Source: an optimization exercise on an open RTL-to-GDS flow (aim: small area). Production flows keep margins and buffers that such runs may drop.
Only simulation tests tie the RTL to the original design; equivalence was not proved.
Power and IR drop assume default switching activity.

==> run a: inputs <==
==> flow/design.v <==
module reg_file_sb #(
    parameter int DATA_W   = 32,
    parameter int ADDR_W   = 5,
    parameter int NUM_RD   = 2,
    parameter int BYPASS   = 1,
    parameter int ZERO_REG = 1
) (
    input  logic                     clk,
    input  logic                     rst,
    input  logic [NUM_RD*ADDR_W-1:0] rd_addr,
    output logic [NUM_RD*DATA_W-1:0] rd_data,
    output logic [NUM_RD-1:0]        rd_busy,
    input  logic                     wr_en,
    input  logic [ADDR_W-1:0]        wr_addr,
    input  logic [DATA_W-1:0]        wr_data,
    input  logic                     rsv_en,
    input  logic [ADDR_W-1:0]        rsv_addr,
    output logic                     rsv_ok,
    output logic [ADDR_W:0]          busy_cnt
);
    localparam int DEPTH = 1 << ADDR_W;
    logic [DATA_W-1:0] regs  [1:DEPTH-1];
    logic [DEPTH-1:1]  valid;
    logic [DEPTH-1:1]  busy;
    logic [DEPTH-1:1] wr_sel;
    logic [DEPTH-1:1] rsv_hit;
    always_comb begin
        for (int r = 1; r < DEPTH; r++) begin
            wr_sel[r]  = wr_en && (wr_addr == ADDR_W'(r));
            rsv_hit[r] = (rsv_addr == ADDR_W'(r));
        end
    end
    logic [DEPTH-1:1] rd_ok;
    logic [DEPTH-1:1] bz;
    assign rd_ok = valid & ~wr_sel;
    assign bz    = busy  & ~wr_sel;
    logic wr_live;      
    logic rsv_bz;       
    logic wr_b;         
    assign wr_live = wr_en && wr_addr != '0;
    assign rsv_bz  = |(rsv_hit & bz);
    assign wr_b    = |(wr_sel & busy);
    assign rsv_ok = rsv_en && !rsv_bz;
    logic cnt_inc, cnt_dec;
    assign cnt_inc = rsv_ok && rsv_addr != '0;
    assign cnt_dec = wr_b;
    always_ff @(posedge clk or negedge rst) begin
        if (!rst) begin
            valid    <= '0;
            busy     <= '0;
            busy_cnt <= '0;
        end else begin
            valid    <= valid | wr_sel;
            busy     <= bz | (rsv_hit & {(DEPTH-1){rsv_en}});
            if (cnt_inc != cnt_dec)
                busy_cnt <= cnt_inc ? busy_cnt + 1'b1 : busy_cnt - 1'b1;
        end
    end
    always_ff @(posedge clk) begin
        for (int r = 1; r < DEPTH; r++)
            if (wr_sel[r]) regs[r] <= wr_data;
    end
    for (genvar k = 0; k < NUM_RD; k++) begin : g_rd
        logic [ADDR_W-1:0] addr;
        logic [DEPTH-1:1]  hit;
        logic [DEPTH-1:0]  dsel;      
        assign addr = rd_addr[k*ADDR_W +: ADDR_W];
        always_comb begin
            for (int r = 1; r < DEPTH; r++) begin
                hit[r]  = (addr == ADDR_W'(r));
                dsel[r] = hit[r] && rd_ok[r];
            end
            dsel[0] = wr_live && wr_addr == addr;
        end
        for (genvar b = 0; b < DATA_W; b++) begin : g_bit
            logic [DEPTH-1:0] col;
            assign col[0] = wr_data[b];
            for (genvar r = 1; r < DEPTH; r++) begin : g_col
                assign col[r] = regs[r][b];
            end
            rf_and_or #(.N(DEPTH)) u_sel (.sel(dsel), .d(col), .y(rd_data[k*DATA_W + b]));
        end
        assign rd_busy[k] = |(hit & bz);
    end
endmodule
module rf_and_or #(
    parameter int N = 32
) (
    input  logic [N-1:0] sel,
    input  logic [N-1:0] d,
    output logic         y
);
    logic [9:0] n;
    logic [1:0] h;
    for (genvar g = 0; g < 10; g++) begin : g_grp
        rf_aoi222 u_aoi (.s(sel[3*g +: 3]), .d(d[3*g +: 3]), .y(n[g]));
    end
    assign h[0] = ~&n[3:0];
    assign h[1] = ~&n[7:4];
    rf_and_or_last u_last (.h(h), .n(n[9:8]), .s(sel[31:30]), .d(d[31:30]), .y(y));
endmodule
module rf_and_or_last (
    input  logic [1:0] h,
    input  logic [1:0] n,
    input  logic [1:0] s,
    input  logic [1:0] d,
    output logic       y
);
    logic m, t;
    assign m = ~(h[0] | h[1]);
    assign t = ~|(s & d);
    assign y = ~(n[0] & n[1] & m & t);
endmodule
module rf_aoi222 (
    input  logic [2:0] s,
    input  logic [2:0] d,
    output logic       y
);
    assign y = ~|(s & d);
endmodule
==> flow/flow/run.sh <==
#!/bin/bash
# The standard ORFS layout (standard.sh, unchanged synthesis), with two
# changes to how the layout is made:
#  - ports are buffered with buf_2 instead of the default delay-cell buffer;
#  - clock tree: clkbuf_4 only, small sink clusters, no dummy loads.
# The make output goes to flow_make.log; ORFS keeps each step's log under
# orfs/logs/.
set -euo pipefail
bash standard.sh \
  "BUFFER_PORTS_ARGS=-buffer_cell sky130_fd_sc_hd__buf_2" \
  "CTS_ARGS=-sink_clustering_enable -repair_clock_nets -dont_use_dummy_load -buf_list sky130_fd_sc_hd__clkbuf_4 -sink_clustering_size 8 -sink_clustering_max_diameter 40" \
  finish > flow_make.log 2>&1
==> flow/standard.sh <==
#!/bin/bash
# synth_recipe.tcl (not shown) runs the flow's synth.tcl, then flattens the netlist and writes it again
# the make line also repeats each setting of config.mk as NAME=value (left out here)
make -C /OpenROAD-flow-scripts/flow DESIGN_CONFIG=/design/flow/config.mk WORK_HOME=/design/flow/orfs CLKGATE_MAP_FILE= SYNTH_SCRIPT=/design/flow/synth_recipe.tcl "${@:-finish}"
==> flow/config.mk <==
export PLATFORM = sky130hd
export DESIGN_NAME = reg_file_sb
export DESIGN_NICKNAME = reg_file_sb
export VERILOG_FILES = /design/flow/design.v
export SDC_FILE = /design/flow/constraint.sdc
export NUM_CORES = 4
export LEC_CHECK = 0
export CAP_MARGIN = 20
export CORE_MARGIN = 2
export CORE_UTILIZATION = 60
export SLEW_MARGIN = 20
export SYNTH_HIERARCHICAL = 1
export SYNTH_MINIMUM_KEEP_SIZE = 0
==> flow/constraint.sdc <==
create_clock -name core_clock -period 7.0 [get_ports {clk}]
set_input_delay 1.4000 -clock core_clock [delete_from_list [all_inputs] [get_ports {clk}]]
set_output_delay 1.4000 -clock core_clock [all_outputs]
set_load 0.01 [all_outputs]
==> run b (differences from run a) <==
--- a/flow/design.v
+++ b/flow/design.v
@@ -39,6 +39,6 @@
     logic wr_b;         
     assign wr_live = wr_en && wr_addr != '0;
-    assign rsv_bz  = |(rsv_hit & bz);
-    assign wr_b    = |(wr_sel & busy);
+    rf_and_or31 u_rsv_bz (.sel(rsv_hit), .d(bz),   .y(rsv_bz));
+    rf_and_or31 u_wr_b   (.sel(wr_sel),  .d(busy), .y(wr_b));
     assign rsv_ok = rsv_en && !rsv_bz;
     logic cnt_inc, cnt_dec;
@@ -53,6 +53,5 @@
             valid    <= valid | wr_sel;
             busy     <= bz | (rsv_hit & {(DEPTH-1){rsv_en}});
-            if (cnt_inc != cnt_dec)
-                busy_cnt <= cnt_inc ? busy_cnt + 1'b1 : busy_cnt - 1'b1;
+            busy_cnt <= busy_cnt + {{ADDR_W{cnt_dec && !cnt_inc}}, cnt_inc != cnt_dec};
         end
     end
@@ -66,11 +65,10 @@
         logic [DEPTH-1:0]  dsel;      
         assign addr = rd_addr[k*ADDR_W +: ADDR_W];
-        always_comb begin
-            for (int r = 1; r < DEPTH; r++) begin
-                hit[r]  = (addr == ADDR_W'(r));
-                dsel[r] = hit[r] && rd_ok[r];
-            end
-            dsel[0] = wr_live && wr_addr == addr;
+        always_comb
+            for (int r = 1; r < DEPTH; r++) hit[r] = (addr == ADDR_W'(r));
+        for (genvar r = 1; r < DEPTH; r++) begin : g_dsel
+            rf_and2 u_and (.a(hit[r]), .b(rd_ok[r]), .y(dsel[r]));
         end
+        assign dsel[0] = wr_live && wr_addr == addr;
         for (genvar b = 0; b < DATA_W; b++) begin : g_bit
             logic [DEPTH-1:0] col;
@@ -81,5 +79,5 @@
             rf_and_or #(.N(DEPTH)) u_sel (.sel(dsel), .d(col), .y(rd_data[k*DATA_W + b]));
         end
-        assign rd_busy[k] = |(hit & bz);
+        rf_and_or31 u_busy (.sel(hit), .d(bz), .y(rd_busy[k]));
     end
 endmodule
@@ -119,2 +117,20 @@
     assign y = ~|(s & d);
 endmodule
+module rf_and2 (
+    input  logic a,
+    input  logic b,
+    output logic y
+);
+    assign y = a & b;
+endmodule
+module rf_and_or31 (
+    input  logic [30:0] sel,
+    input  logic [30:0] d,
+    output logic        y
+);
+    logic [9:0] n;
+    for (genvar g = 0; g < 10; g++) begin : g_grp
+        rf_aoi222 u_aoi (.s(sel[3*g +: 3]), .d(d[3*g +: 3]), .y(n[g]));
+    end
+    assign y = ~&n | (sel[30] & d[30]);
+endmodule
--- a/flow/flow/run.sh
+++ b/flow/flow/run.sh
@@ -9,4 +9,4 @@
 bash standard.sh \
   "BUFFER_PORTS_ARGS=-buffer_cell sky130_fd_sc_hd__buf_2" \
-  "CTS_ARGS=-sink_clustering_enable -repair_clock_nets -dont_use_dummy_load -buf_list sky130_fd_sc_hd__clkbuf_4 -sink_clustering_size 8 -sink_clustering_max_diameter 40" \
+  "CTS_ARGS=-sink_clustering_enable -repair_clock_nets -dont_use_dummy_load -buf_list sky130_fd_sc_hd__clkbuf_4 -sink_clustering_size 9 -sink_clustering_max_diameter 45" \
   finish > flow_make.log 2>&1
==> summary of the runs <==
In synthesized cell count, run a and run b hardly differ.
Die area: run b is smaller than run a (0.36%).
Between run b and run a, the lower first-iteration DRC count is in run b (gap about 6%, measured against run a).
Of run b and run a, run a has the higher via count (gap 4.2%, measured against run a).
Against run a, the combinational power of run b is lower by about 10%.
==> figures <==
Count of placed standard cells including taps: run a 3711; run b 3697
Crit path time final: run a 6.290 ns; run b 6.400 ns
Placement Cell Area: run a 46190 µm²; run b 45580 µm²
CP bufs+invs: run a 4; run b 3
Mux share of post-synthesis cell area: run a 0.4287%; run b 0%
Worst Hold Slack: run a 0.4710 ns; run b 0.4618 ns
Antenna fix cells: run a 10; run b 9
Reported net switching power: run a 2.984 mW; run b 2.797 mW
Non-clock inverter instance count of the final layout: run a 15; run b 33
End point of the critical path: run a rd_data[32]; run b rd_data[58]
Result of the run: run a no timing/DRC/antenna violations; run b no timing/DRC/antenna violations

[afterwards: timing with drivers on the ports]
No port has a modelled driver above. Below, the same layouts with a new extraction and two added sets of constraints. Step 1 sets driving cells, clkbuf_16 on the clock port and buf_2 on the other inputs (assumed; they add their load-dependent delay and slew). Step 2 also shifts input and output timing later by t, the mid clock arrival at the registers, as if the neighbouring blocks saw the same clock. a / b / c = ideal ports / drivers / drivers and shift; a / b = the first two.
run | t (ns) | setup WS [ns] | worst hold slack (ns) | clock arrival spread, ns
run a | 1.073 | 0.710 / 0.687 / 0.687 | 0.471 / 0.471 / 0.471 | 0.146 / 0.145
run b | 1.063 | 0.600 / 0.580 / 0.580 | 0.462 / 0.462 / 0.462 | 0.115 / 0.115
After both steps every run listed still meets setup and hold. For run a, which loses most, drivers alone change the setup slack by -0.023 ns; drivers and shift together by -0.023 ns.
